What follows belongs to an exercise in optimizing a design on an open flow for small area and a short achievable clock period; a production flow would make more cautious choices. In this exercise RTL edits were held to simulation tests only and were not proved equivalent to the original. No activity file was given, so power comes from the tool's default toggle rates.

`flow/design.v`:
```
`default_nettype none
package dma_iface_pkg;
   localparam int MEM_ADDR_BITS = 10;
   typedef logic [MEM_ADDR_BITS-1:0] mem_addr_t;
   typedef logic [31:0]              host_word_t;
   typedef logic [3:0]               byte_mask_t;
   typedef logic [1:0]               if_sel_t;
   typedef logic [3:0]               mem_sel_t;
   typedef logic [63:0]              dsc_word_t;
   localparam mem_sel_t MEM_CFG    = 4'd0;
   localparam mem_sel_t MEM_TX_DSC = 4'd1;
   localparam mem_addr_t CFG_TX_DSC_MASK  = 10'd0;
   localparam mem_addr_t CFG_RX_DSC_MASK  = 10'd1;
   localparam mem_addr_t CFG_RX_BYTE_WAIT = 10'd2;
   localparam mem_addr_t CFG_CONTROL      = 10'd3;
   localparam mem_addr_t CFG_PCIE_SIZES   = 10'd4;
   localparam host_word_t NO_DATA = 32'hdeadbeef;
   typedef struct packed {
      mem_addr_t  addr;
      host_word_t data;
      byte_mask_t mask;
      logic       en;
   } host_lane_t;
   typedef struct packed {
      if_sel_t    if_sel;
      mem_sel_t   mem_sel;
      host_lane_t hi;
      host_lane_t lo;
   } host_wr_t;
   typedef struct packed {
      if_sel_t   if_sel;
      mem_sel_t  mem_sel;
      mem_addr_t addr_hi;
      logic      en_hi;
      mem_addr_t addr_lo;
      logic      en_lo;
   } host_rd_t;
   typedef struct packed {
      host_word_t hi;
      host_word_t lo;
   } host_rd_data_t;
endpackage
`default_nettype wire
`default_nettype none
package dma_pcie_pkg;
   typedef logic [2:0] pcie_size_code_t;
   typedef logic [9:0] pcie_bytes_t;
   localparam pcie_size_code_t SIZE_32   = 3'd0;
   localparam pcie_size_code_t SIZE_64   = 3'd1;
   localparam pcie_size_code_t SIZE_128  = 3'd2;
   localparam pcie_size_code_t SIZE_256  = 3'd3;
   localparam pcie_size_code_t SIZE_512  = 3'd4;
   localparam pcie_size_code_t SIZE_1024 = 3'd5;
endpackage
`default_nettype wire
`timescale 1ns/100ps
`default_nettype none
module iface_rst_seq (
   input  logic pcie_clk,
   input  logic rst_n,
   input  logic soft_reset,
   output logic iface_rst_n,
   output logic iface_rdy
);
   typedef enum logic {
      RST_WAIT,
      RST_IDLE
   } rst_state_t;
   rst_state_t state;
   logic [3:0] cnt;
   always_ff @(posedge pcie_clk) begin
      if (!rst_n || soft_reset) begin
         state <= RST_WAIT;
         cnt   <= 4'd0;
      end else begin
         case (state)
            RST_WAIT: begin
               cnt <= cnt + 4'd1;
               if (cnt == 4'hf) begin
                  state <= RST_IDLE;
               end
            end
            RST_IDLE: begin
               state <= RST_IDLE;
            end
            default: begin
               state <= RST_WAIT;
            end
         endcase
      end
   end
   assign iface_rst_n = (state == RST_IDLE);
   assign iface_rdy   = iface_rst_n;
endmodule
`default_nettype wire
`timescale 1ns/100ps
`default_nettype none
module iface_access_mux #(
   parameter int IFACE_ID = 0
) (
   input  logic                         pcie_clk,
   input  logic                         iface_rst_n,
   input  logic                         iface_rdy,
   input  dma_iface_pkg::host_wr_t      host_wr,
   input  dma_iface_pkg::host_rd_t      host_rd,
   output dma_iface_pkg::host_wr_t      cfg_wr,
   output dma_iface_pkg::host_wr_t      dsc_wr,
   output dma_iface_pkg::host_rd_t      cfg_rd,
   input  dma_iface_pkg::host_rd_data_t cfg_rd_data,
   output dma_iface_pkg::host_rd_data_t host_rd_data
);
   localparam dma_iface_pkg::if_sel_t MY_IF = IFACE_ID[1:0];
   logic wr_here;
   logic rd_here;
   logic wr_cfg_sel;
   logic wr_dsc_sel;
   logic rd_cfg_sel;
   logic rd_cfg_hi_q;
   logic rd_cfg_lo_q;
   assign wr_here    = iface_rdy && (host_wr.if_sel == MY_IF);
   assign rd_here    = iface_rdy && (host_rd.if_sel == MY_IF);
   assign wr_cfg_sel = wr_here && (host_wr.mem_sel == dma_iface_pkg::MEM_CFG);
   assign wr_dsc_sel = wr_here && (host_wr.mem_sel == dma_iface_pkg::MEM_TX_DSC);
   assign rd_cfg_sel = rd_here && (host_rd.mem_sel == dma_iface_pkg::MEM_CFG);
   always_comb begin
      cfg_wr       = host_wr;
      cfg_wr.hi.en = host_wr.hi.en && wr_cfg_sel;
      cfg_wr.lo.en = host_wr.lo.en && wr_cfg_sel;
      dsc_wr       = host_wr;
      dsc_wr.hi.en = host_wr.hi.en && wr_dsc_sel;
      dsc_wr.lo.en = host_wr.lo.en && wr_dsc_sel;
      cfg_rd       = host_rd;
      cfg_rd.en_hi = host_rd.en_hi && rd_cfg_sel;
      cfg_rd.en_lo = host_rd.en_lo && rd_cfg_sel;
   end
   always_ff @(posedge pcie_clk) begin
      if (!iface_rst_n) begin
         rd_cfg_hi_q <= 1'b0;
         rd_cfg_lo_q <= 1'b0;
      end else begin
         if (host_rd.en_hi) begin
            rd_cfg_hi_q <= rd_cfg_sel;
         end
         if (host_rd.en_lo) begin
            rd_cfg_lo_q <= rd_cfg_sel;
         end
      end
   end
   assign host_rd_data.hi = rd_cfg_hi_q ? cfg_rd_data.hi : dma_iface_pkg::NO_DATA;
   assign host_rd_data.lo = rd_cfg_lo_q ? cfg_rd_data.lo : dma_iface_pkg::NO_DATA;
endmodule
`default_nettype wire
`timescale 1ns/100ps
`default_nettype none
module iface_cfg_regs (
   input  logic                         pcie_clk,
   input  logic                         iface_rst_n,
   input  dma_iface_pkg::host_wr_t      cfg_wr,
   input  dma_iface_pkg::host_rd_t      cfg_rd,
   output dma_iface_pkg::host_rd_data_t cfg_rd_data,
   input  dma_pcie_pkg::pcie_bytes_t    payload_bytes,
   input  dma_pcie_pkg::pcie_bytes_t    read_bytes,
   output dma_iface_pkg::dsc_word_t     tx_dsc_mask,
   output dma_iface_pkg::dsc_word_t     rx_dsc_mask,
   output logic [15:0]                  rx_byte_wait,
   output logic                         soft_reset
);
   dma_iface_pkg::host_word_t wait_merged;
   dma_iface_pkg::dsc_word_t  rd_word_hi;
   dma_iface_pkg::dsc_word_t  rd_word_lo;
   function automatic dma_iface_pkg::host_word_t merge(dma_iface_pkg::host_word_t old_word, dma_iface_pkg::host_word_t new_word,
                                        dma_iface_pkg::byte_mask_t mask);
      dma_iface_pkg::host_word_t res;
      res = old_word;
      for (int b = 0; b < 4; b++) begin
         if (mask[b]) begin
            res[8*b +: 8] = new_word[8*b +: 8];
         end
      end
      merge = res;
   endfunction
   function automatic dma_iface_pkg::dsc_word_t cfg_word(dma_iface_pkg::mem_addr_t idx);
      case (idx)
         dma_iface_pkg::CFG_TX_DSC_MASK:  cfg_word = tx_dsc_mask;
         dma_iface_pkg::CFG_RX_DSC_MASK:  cfg_word = rx_dsc_mask;
         dma_iface_pkg::CFG_RX_BYTE_WAIT: cfg_word = {48'd0, rx_byte_wait};
         dma_iface_pkg::CFG_PCIE_SIZES:   cfg_word = {22'd0, read_bytes, 22'd0, payload_bytes};
         default:          cfg_word = 64'd0;
      endcase
   endfunction
   assign wait_merged = merge({16'd0, rx_byte_wait}, cfg_wr.lo.data, cfg_wr.lo.mask);
   always_ff @(posedge pcie_clk) begin
      if (!iface_rst_n) begin
         tx_dsc_mask  <= '0;
         rx_dsc_mask  <= '0;
         rx_byte_wait <= '0;
         soft_reset   <= 1'b0;
      end else begin
         soft_reset <= 1'b0;
         if (cfg_wr.hi.en) begin
            case (cfg_wr.hi.addr)
               dma_iface_pkg::CFG_TX_DSC_MASK: tx_dsc_mask[63:32] <=
                  merge(tx_dsc_mask[63:32], cfg_wr.hi.data, cfg_wr.hi.mask);
               dma_iface_pkg::CFG_RX_DSC_MASK: rx_dsc_mask[63:32] <=
                  merge(rx_dsc_mask[63:32], cfg_wr.hi.data, cfg_wr.hi.mask);
               default: ;
            endcase
         end
         if (cfg_wr.lo.en) begin
            case (cfg_wr.lo.addr)
               dma_iface_pkg::CFG_TX_DSC_MASK: tx_dsc_mask[31:0] <=
                  merge(tx_dsc_mask[31:0], cfg_wr.lo.data, cfg_wr.lo.mask);
               dma_iface_pkg::CFG_RX_DSC_MASK: rx_dsc_mask[31:0] <=
                  merge(rx_dsc_mask[31:0], cfg_wr.lo.data, cfg_wr.lo.mask);
               dma_iface_pkg::CFG_RX_BYTE_WAIT: rx_byte_wait <= wait_merged[15:0];
               dma_iface_pkg::CFG_CONTROL: soft_reset <= cfg_wr.lo.data[0] && cfg_wr.lo.mask[0];
               default: ;
            endcase
         end
      end
   end
   always_comb begin
      rd_word_hi = cfg_word(cfg_rd.addr_hi);
      rd_word_lo = cfg_word(cfg_rd.addr_lo);
   end
   always_ff @(posedge pcie_clk) begin
      if (cfg_rd.en_hi) begin
         cfg_rd_data.hi <= rd_word_hi[63:32];
      end
      if (cfg_rd.en_lo) begin
         cfg_rd_data.lo <= rd_word_lo[31:0];
      end
   end
endmodule
`default_nettype wire
`timescale 1ns/100ps
`default_nettype none
module pcie_size_decode (
   input  logic                          pcie_clk,
   input  dma_pcie_pkg::pcie_size_code_t max_payload_size,
   input  dma_pcie_pkg::pcie_size_code_t max_read_req_size,
   output dma_pcie_pkg::pcie_bytes_t     payload_bytes,
   output dma_pcie_pkg::pcie_bytes_t     read_bytes
);
   function automatic dma_pcie_pkg::pcie_bytes_t size_bytes(dma_pcie_pkg::pcie_size_code_t code);
      case (code)
         dma_pcie_pkg::SIZE_32:   size_bytes = 10'd32;
         dma_pcie_pkg::SIZE_64:   size_bytes = 10'd64;
         dma_pcie_pkg::SIZE_128:  size_bytes = 10'd128;
         dma_pcie_pkg::SIZE_256:  size_bytes = 10'd256;
         dma_pcie_pkg::SIZE_512:  size_bytes = 10'd512;
         dma_pcie_pkg::SIZE_1024: size_bytes = 10'd0;
         default:   size_bytes = 10'd0;
      endcase
   endfunction
   always_ff @(posedge pcie_clk) begin
      payload_bytes <= size_bytes(max_payload_size);
      read_bytes    <= size_bytes(max_read_req_size);
   end
endmodule
`default_nettype wire
`timescale 1ns/100ps
`default_nettype none
module tx_dsc_mem #(
   parameter int DSC_DEPTH = 16
) (
   input  logic                         pcie_clk,
   input  logic                         iface_rst_n,
   input  dma_iface_pkg::host_wr_t      dsc_wr,
   input  logic [$clog2(DSC_DEPTH)-1:0] dsc_rd_addr,
   input  logic                         dsc_rd_en,
   output dma_iface_pkg::dsc_word_t     dsc_rd_data,
   output logic                         dsc_rd_valid,
   input  logic [$clog2(DSC_DEPTH)-1:0] dsc_clr_addr,
   input  logic                         dsc_clr_en
);
   localparam int IDX_BITS = $clog2(DSC_DEPTH);
   dma_iface_pkg::host_word_t           mem_hi [DSC_DEPTH];
   dma_iface_pkg::host_word_t           mem_lo [DSC_DEPTH];
   logic [DSC_DEPTH-1:0] valid;
   logic [IDX_BITS-1:0]  hi_idx;
   logic [IDX_BITS-1:0]  lo_idx;
   assign hi_idx = dsc_wr.hi.addr[IDX_BITS-1:0];
   assign lo_idx = dsc_wr.lo.addr[IDX_BITS-1:0];
   always_ff @(posedge pcie_clk) begin
      for (int b = 0; b < 4; b++) begin
         if (dsc_wr.hi.en && dsc_wr.hi.mask[b]) begin
            mem_hi[hi_idx][8*b +: 8] <= dsc_wr.hi.data[8*b +: 8];
         end
         if (dsc_wr.lo.en && dsc_wr.lo.mask[b]) begin
            mem_lo[lo_idx][8*b +: 8] <= dsc_wr.lo.data[8*b +: 8];
         end
      end
      if (dsc_rd_en) begin
         dsc_rd_data <= {mem_hi[dsc_rd_addr], mem_lo[dsc_rd_addr]};
      end
   end
   always_ff @(posedge pcie_clk) begin
      if (!iface_rst_n) begin
         valid        <= '0;
         dsc_rd_valid <= 1'b0;
      end else begin
         if (dsc_clr_en) begin
            valid[dsc_clr_addr] <= 1'b0;
         end
         if (dsc_wr.hi.en) begin
            valid[hi_idx] <= 1'b1;
         end
         if (dsc_rd_en) begin
            dsc_rd_valid <= valid[dsc_rd_addr];
         end
      end
   end
endmodule
`default_nettype wire
`timescale 1ns/100ps
`default_nettype none
module dma_iface #(
   parameter int IFACE_ID  = 0,
   parameter int DSC_DEPTH = 16
) (
   input  logic                          pcie_clk,
   input  logic                          rst_n,
   input  dma_iface_pkg::host_wr_t       host_wr,
   input  dma_iface_pkg::host_rd_t       host_rd,
   output dma_iface_pkg::host_rd_data_t  host_rd_data,
   input  dma_pcie_pkg::pcie_size_code_t max_payload_size,
   input  dma_pcie_pkg::pcie_size_code_t max_read_req_size,
   output logic                          iface_rdy,
   output dma_iface_pkg::dsc_word_t      tx_dsc_mask,
   output dma_iface_pkg::dsc_word_t      rx_dsc_mask,
   output logic [15:0]                   rx_byte_wait,
   input  logic [$clog2(DSC_DEPTH)-1:0]  dsc_rd_addr,
   input  logic                          dsc_rd_en,
   output dma_iface_pkg::dsc_word_t      dsc_rd_data,
   output logic                          dsc_rd_valid,
   input  logic [$clog2(DSC_DEPTH)-1:0]  dsc_clr_addr,
   input  logic                          dsc_clr_en
);
   logic          iface_rst_n;
   logic          soft_reset;
   dma_iface_pkg::host_wr_t      cfg_wr;
   dma_iface_pkg::host_wr_t      dsc_wr;
   dma_iface_pkg::host_rd_t      cfg_rd;
   dma_iface_pkg::host_rd_data_t cfg_rd_data;
   dma_pcie_pkg::pcie_bytes_t   payload_bytes;
   dma_pcie_pkg::pcie_bytes_t   read_bytes;
   iface_rst_seq u_rst_seq (
      .pcie_clk    (pcie_clk),
      .rst_n       (rst_n),
      .soft_reset  (soft_reset),
      .iface_rst_n (iface_rst_n),
      .iface_rdy   (iface_rdy)
   );
   iface_access_mux #(.IFACE_ID(IFACE_ID)) u_access_mux (
      .pcie_clk     (pcie_clk),
      .iface_rst_n  (iface_rst_n),
      .iface_rdy    (iface_rdy),
      .host_wr      (host_wr),
      .host_rd      (host_rd),
      .cfg_wr       (cfg_wr),
      .dsc_wr       (dsc_wr),
      .cfg_rd       (cfg_rd),
      .cfg_rd_data  (cfg_rd_data),
      .host_rd_data (host_rd_data)
   );
   iface_cfg_regs u_cfg_regs (
      .pcie_clk      (pcie_clk),
      .iface_rst_n   (iface_rst_n),
      .cfg_wr        (cfg_wr),
      .cfg_rd        (cfg_rd),
      .cfg_rd_data   (cfg_rd_data),
      .payload_bytes (payload_bytes),
      .read_bytes    (read_bytes),
      .tx_dsc_mask   (tx_dsc_mask),
      .rx_dsc_mask   (rx_dsc_mask),
      .rx_byte_wait  (rx_byte_wait),
      .soft_reset    (soft_reset)
   );
   pcie_size_decode u_size_decode (
      .pcie_clk          (pcie_clk),
      .max_payload_size  (max_payload_size),
      .max_read_req_size (max_read_req_size),
      .payload_bytes     (payload_bytes),
      .read_bytes        (read_bytes)
   );
   tx_dsc_mem #(.DSC_DEPTH(DSC_DEPTH)) u_tx_dsc_mem (
      .pcie_clk     (pcie_clk),
      .iface_rst_n  (iface_rst_n),
      .dsc_wr       (dsc_wr),
      .dsc_rd_addr  (dsc_rd_addr),
      .dsc_rd_en    (dsc_rd_en),
      .dsc_rd_data  (dsc_rd_data),
      .dsc_rd_valid (dsc_rd_valid),
      .dsc_clr_addr (dsc_clr_addr),
      .dsc_clr_en   (dsc_clr_en)
   );
endmodule
`default_nettype wire
`timescale 1ns/100ps
`default_nettype none
module dma_iface_top (
   input  logic        pcie_clk,
   input  logic        rst_n,
   input  logic [1:0]  host_wr_if_sel,
   input  logic [3:0]  host_wr_mem_sel,
   input  logic [9:0]  host_wr_hi_addr,
   input  logic [31:0] host_wr_hi_data,
   input  logic [3:0]  host_wr_hi_mask,
   input  logic        host_wr_hi_en,
   input  logic [9:0]  host_wr_lo_addr,
   input  logic [31:0] host_wr_lo_data,
   input  logic [3:0]  host_wr_lo_mask,
   input  logic        host_wr_lo_en,
   input  logic [1:0]  host_rd_if_sel,
   input  logic [3:0]  host_rd_mem_sel,
   input  logic [9:0]  host_rd_addr_hi,
   input  logic        host_rd_en_hi,
   input  logic [9:0]  host_rd_addr_lo,
   input  logic        host_rd_en_lo,
   output logic [31:0] host_rd_data_hi,
   output logic [31:0] host_rd_data_lo,
   input  logic [2:0]  max_payload_size,
   input  logic [2:0]  max_read_req_size,
   output logic        iface_rdy,
   output logic [63:0] tx_dsc_mask,
   output logic [63:0] rx_dsc_mask,
   output logic [15:0] rx_byte_wait,
   input  logic [3:0]  dsc_rd_addr,
   input  logic        dsc_rd_en,
   output logic [63:0] dsc_rd_data,
   output logic        dsc_rd_valid,
   input  logic [3:0]  dsc_clr_addr,
   input  logic        dsc_clr_en
);
   dma_iface_pkg::host_wr_t      host_wr;
   dma_iface_pkg::host_rd_t      host_rd;
   dma_iface_pkg::host_rd_data_t host_rd_data;
   assign host_wr.if_sel   = host_wr_if_sel;
   assign host_wr.mem_sel  = host_wr_mem_sel;
   assign host_wr.hi.addr  = host_wr_hi_addr;
   assign host_wr.hi.data  = host_wr_hi_data;
   assign host_wr.hi.mask  = host_wr_hi_mask;
   assign host_wr.hi.en    = host_wr_hi_en;
   assign host_wr.lo.addr  = host_wr_lo_addr;
   assign host_wr.lo.data  = host_wr_lo_data;
   assign host_wr.lo.mask  = host_wr_lo_mask;
   assign host_wr.lo.en    = host_wr_lo_en;
   assign host_rd.if_sel   = host_rd_if_sel;
   assign host_rd.mem_sel  = host_rd_mem_sel;
   assign host_rd.addr_hi  = host_rd_addr_hi;
   assign host_rd.en_hi    = host_rd_en_hi;
   assign host_rd.addr_lo  = host_rd_addr_lo;
   assign host_rd.en_lo    = host_rd_en_lo;
   assign host_rd_data_hi  = host_rd_data.hi;
   assign host_rd_data_lo  = host_rd_data.lo;
   dma_iface #(.IFACE_ID(0), .DSC_DEPTH(16)) u_dma_iface (
      .pcie_clk          (pcie_clk),
      .rst_n             (rst_n),
      .host_wr           (host_wr),
      .host_rd           (host_rd),
      .host_rd_data      (host_rd_data),
      .max_payload_size  (max_payload_size),
      .max_read_req_size (max_read_req_size),
      .iface_rdy         (iface_rdy),
      .tx_dsc_mask       (tx_dsc_mask),
      .rx_dsc_mask       (rx_dsc_mask),
      .rx_byte_wait      (rx_byte_wait),
      .dsc_rd_addr       (dsc_rd_addr),
      .dsc_rd_en         (dsc_rd_en),
      .dsc_rd_data       (dsc_rd_data),
      .dsc_rd_valid      (dsc_rd_valid),
      .dsc_clr_addr      (dsc_clr_addr),
      .dsc_clr_en        (dsc_clr_en)
   );
endmodule
`default_nettype wire
```
`flow/run.sh`:
```
#!/bin/bash
# synth_recipe.tcl (not shown) runs the flow's synth.tcl, then flattens the netlist and writes it again
# the make line also repeats each setting of config.mk as NAME=value (left out here)
make -C /OpenROAD-flow-scripts/flow DESIGN_CONFIG=/design/flow/config.mk WORK_HOME=/design/flow/orfs CLKGATE_MAP_FILE= SYNTH_SCRIPT=/design/flow/synth_recipe.tcl finish
```
`flow/config.mk`:
```
export PLATFORM = sky130hd
export DESIGN_NAME = dma_iface_top
export DESIGN_NICKNAME = dma_iface_top
export VERILOG_FILES = /design/flow/design.v
export SDC_FILE = /design/flow/constraint.sdc
export NUM_CORES = 4
export LEC_CHECK = 0
export CAP_MARGIN = 20
export CORE_MARGIN = 2
export CORE_UTILIZATION = 40
export SLEW_MARGIN = 20
```
`flow/constraint.sdc`:
```
create_clock -name core_clock -period 4.0 [get_ports {pcie_clk}]
set_input_delay 0.8000 -clock core_clock [delete_from_list [all_inputs] [get_ports {pcie_clk}]]
set_output_delay 0.8000 -clock core_clock [all_outputs]
set_load 0.01 [all_outputs]
```
==> results.ini <==
[outcome]
outcome = no timing/DRC/antenna violations

[pwr]
p_total_mw = 29.8
clockPowerShare = 0.445
p_sw_frac = 0.207
p_int_mw = 23.6
power_frac_seq = 0.509
p_per_area_mw_per_mm2 = 468
p_leak_nw = 20.7
switching_power_mw = 6.17
p_comb_frac = 0.046
vdd_ir_drop_max_mv = 0.454

[finish]
area.growth.synth_to_final_pct = 23.6
layout_commonest_cell = edfxtp_1
stdcell_count = 5095
layout_common_cells = edfxtp_1 (1152), clkdlybuf4s50_1 (414), mux4_2 (322)
fin_util = 0.499
nets = 3476
design_area_mm2 = 0.0636
drive_gt1_frac = 0.230

[clock_network]
cts_hold_buf = 0
cts_tree = done
cts_resized = 0
post_cts_buffers = 0
cts_max_level = 4
clkTransAtPathRegs_ns = 0.06
clkSinkCount = 1331
clock-root-buffer = clkbuf_16
clock_path_buffers = 3
worstSkewPairLatency_ns = 0.77
numCtsBuffers = 141

[logic_synthesis]
synth_top_area_share = 0.673
seq_area_frac_synth = 0.742
synth_top_cell_by_area = edfxtp_1
syn_area_mm2 = 0.0514
async_reset_ff_frac = 0
ys_ff_latch = 1331
yosysUniqueCellTypes = 53
synth_warnings = 5
synth_area_per_cell_um2 = 19.2
synth_nets = 2840
synth-edff-count = 1152
synth_ff_type = edfxtp_1
netlist_top_cells_area = edfxtp_1 (67%), mux4_2 (14%), dfxtp_1 (7.0%), mux2i_1 (3.2%), nand2_1 (1.9%)
synth_cells = 2683

[detailed_routing]
drcViolationCount = 0
first_iter_violations = 2741
drtPass1Iterations = 8
finalWirelength_mm = 142
routed_via_density = 5.52
wl_per_cell_um = 27.9
num_vias = 28100
final_antenna_net_count = 0

[job]
maxCapViolations = 0

[setup_path]
path_class = register to output port
critPathTopFamily = flip-flops
timing.rr.end = u_dma_iface.u_tx_dsc_mem.mem_hi[1][8]
reg2reg_from = u_dma_iface.u_rst_seq.state
worstPathCellList = buf_4 > nand2b_1 > clkdlybuf4s50_1
end_kind = output port
cp.buffers_inverters = 2
worst_ep_required_time_ns = 3.20
rr_worst_depth = 7
critPathMaxFanout = 25
crit_path_start_kind = register
r2r_slack_ns = 1.09
critical-path-max-stage-delay_ns = 0.96
critPathSlowestCell = dfxtp_1
worstPathArrival_ns = 2.58

[die]
num_io_pins = 420
initial_core_util = 0.403
die_w_um = 363
dieArea_mm2 = 0.131
die_h_um = 363
rows = 131
core_area_mm2 = 0.128

[timing]
slew_viol_final = 0
setup_viol = 0
relSlewSlack = 0.301
tightest_slew_ns = 1.05
tns_ns = 0
final.setup_skew_ns = 0.0281
rsz0062_at_grt = no
finalHoldViolCount = 0
finalCritPeriodShare = 0.844
min_period_ns = 3.38
fmax_mhz = 296

[global_route]
grt_first_pass_wirelength_mm = 204
first_global_vias = 29400
grt_max_degree = 164
grt_util_all_layers = 0.216
antenna_found_initial = 15
overflow = 0

[worst_hold_path]
holdPathStages = 2
hp-class = register to register
holdPathEnd = u_dma_iface.u_cfg_regs.tx_dsc_mask[20]
hold_start = u_dma_iface.u_cfg_regs.tx_dsc_mask[20]

[placement]
port-buffer-count = 419
hpwl_mm = 97.7
placed_area_mm2 = 0.0589
dpl.cell_count = 4837
finalWeightedCongestion = 0.853

==> worst min-delay path, delay by kind of cell (launching register included) <==
kind	cells	cell delay, ns
and+or+nand+nor	1	0.06
muxes	1	0.06
DFF	1	0.32
==> per-stage QoR <==
stage,hold slack (ns),setup WS [ns]
after floorplan,0.453,1.00
after global placement,0.468,0.155
after detailed placement,0.476,0.0621
after CTS,0.489,0.487
after global routing,0.500,0.445
final,0.487,0.623
==> synthesized netlist by cell type (5+ instances only) <==
master and instances:
a21oi_1 7, a221o_1 5, a222oi_1 5, a22o_1 43
and2_1 18, buf_1 8, buf_2 30, clkbuf_1 96
dfxtp_1 179, edfxtp_1 1152, ha_1 11, inv_1 13
mux2i_1 163, mux4_2 322, nand2_1 266, nand2_4 8
nand2b_1 59, nand3_1 15, nor2_1 154, nor2_2 10
nor2b_1 8, nor3_1 6, nor3b_1 9, nor4_1 6
o211ai_1 12, o21ai_0 27
==> power groups by stage <==
stage                     sequential [mW]  combinational [mW]  clock [mW]
after floorplan                      15.5               0.557           0
after global placement               15.4                1.36           0
after detailed placement             15.5                1.38           0
after CTS                            15.2                1.38        13.5
after global routing                 15.2                1.45        14.0
final                                15.2                1.37        13.2
==> routing by layer <==
metal | GRT usage | vias to the layer above | routed length [µm]
li1 | - | 12000 | -
met5 | 0 | - | 61
met1 | 0.302 | 14600 | 60900
met4 | 0.0667 | 10 | 3320
met2 | 0.329 | 1294 | 65700
met3 | 0.0591 | 192 | 12400
==> cell families (layout without fill, tap and decap cells) <==
logic type | after synthesis | in the layout | synth area share
multiplexers | 486 | 486 | 0.173
AO/OA/AOI/OAI | 119 | 119 | 0.0174
adder cells (fa/ha/maj) | 11 | 11 | 0.00268
flip-flops | 1331 | 1331 | 0.742
AND/OR/NAND/NOR | 586 | 586 | 0.0527
XOR/XNOR | 3 | 3 | 0.000511
buffers and inverters | 147 | 891 | 0.0115
other | 0 | 6 | 0
==> worst max path at each step <==
| stage | from | end | slack (ns) | depth (start not counted) |
|---|---|---|---|---|
| after floorplan | host_wr_if_sel[1] | u_dma_iface.u_tx_dsc_mem.mem_hi[12][10] | 1.00 | 7 |
| after global placement | host_wr_if_sel[1] | u_dma_iface.u_tx_dsc_mem.mem_hi[0][11] | 0.15 | 8 |
| after detailed placement | host_wr_if_sel[1] | u_dma_iface.u_tx_dsc_mem.mem_hi[1][11] | 0.06 | 8 |
| after CTS | u_dma_iface.u_access_mux.rd_cfg_lo_q | host_rd_data_lo[10] | 0.49 | 3 |
| after global routing | u_dma_iface.u_access_mux.rd_cfg_lo_q | host_rd_data_lo[10] | 0.44 | 3 |
| final | u_dma_iface.u_access_mux.rd_cfg_lo_q | host_rd_data_lo[10] | 0.62 | 3 |
==> cell type report <==
type | count | area [µm²]
antenna | 6 | 15.0
clock buffer | 163 | 3780
clock inverter | 88 | 906
fill | 10300 | 63900
inverter | 13 | 48.8
multi-input combinational | 1205 | 12700
sequential | 1331 | 38200
tap | 1662 | 2080
timing repair buffer | 627 | 5890
==> state kept, by name, summed over array words and instances (netlist names) <==
| name | cells |
|---|---|
| u_dma_iface.u_rst_seq.state | 1 |
| u_dma_iface.u_size_decode.payload_bytes | 5 |
| u_dma_iface.u_tx_dsc_mem.dsc_rd_valid | 1 |
| u_dma_iface.u_access_mux.rd_cfg_hi_q | 1 |
| u_dma_iface.u_cfg_regs.soft_reset | 1 |
| u_dma_iface.u_access_mux.rd_cfg_lo_q | 1 |
| u_dma_iface.u_tx_dsc_mem.mem_hi | 512 |
| u_dma_iface.u_rst_seq.cnt | 4 |
| u_dma_iface.u_cfg_regs.cfg_rd_data | 64 |
| u_dma_iface.u_tx_dsc_mem.dsc_rd_data | 64 |
| u_dma_iface.u_cfg_regs.rx_byte_wait | 16 |
| u_dma_iface.u_cfg_regs.rx_dsc_mask | 64 |
| u_dma_iface.u_size_decode.read_bytes | 5 |
| u_dma_iface.u_tx_dsc_mem.valid | 16 |
| u_dma_iface.u_tx_dsc_mem.mem_lo | 512 |
| u_dma_iface.u_cfg_regs.tx_dsc_mask | 64 |

## re-timing with driven ports
Ports are ideal in the flow. The routed layout listed here was re-timed in OpenROAD.
Step 1 sets driving cells, clkbuf_16 on the clock port and buf_2 on the other inputs (assumed; they add their load-dependent delay and slew).
Step 2 adds t to the input delays and takes it off the output delays; t is the mean of the earliest and latest rising clock arrival at the registers after step 1. Input paths then give back, and output paths get back, about the clock's delay inside the block.
Three values: ideal, step 1, step 2; two values: the first two.
shift t [ns]: 0.831
setup slack, ns: 0.623 / 0.550 / 0.151
clock arrival spread, ns: 0.032 / 0.033
cell pins on the clock port's net: 1
After both steps setup and hold are still met in this run. For this run, drivers alone change the setup slack by -0.073 ns; drivers and shift together by -0.472 ns.
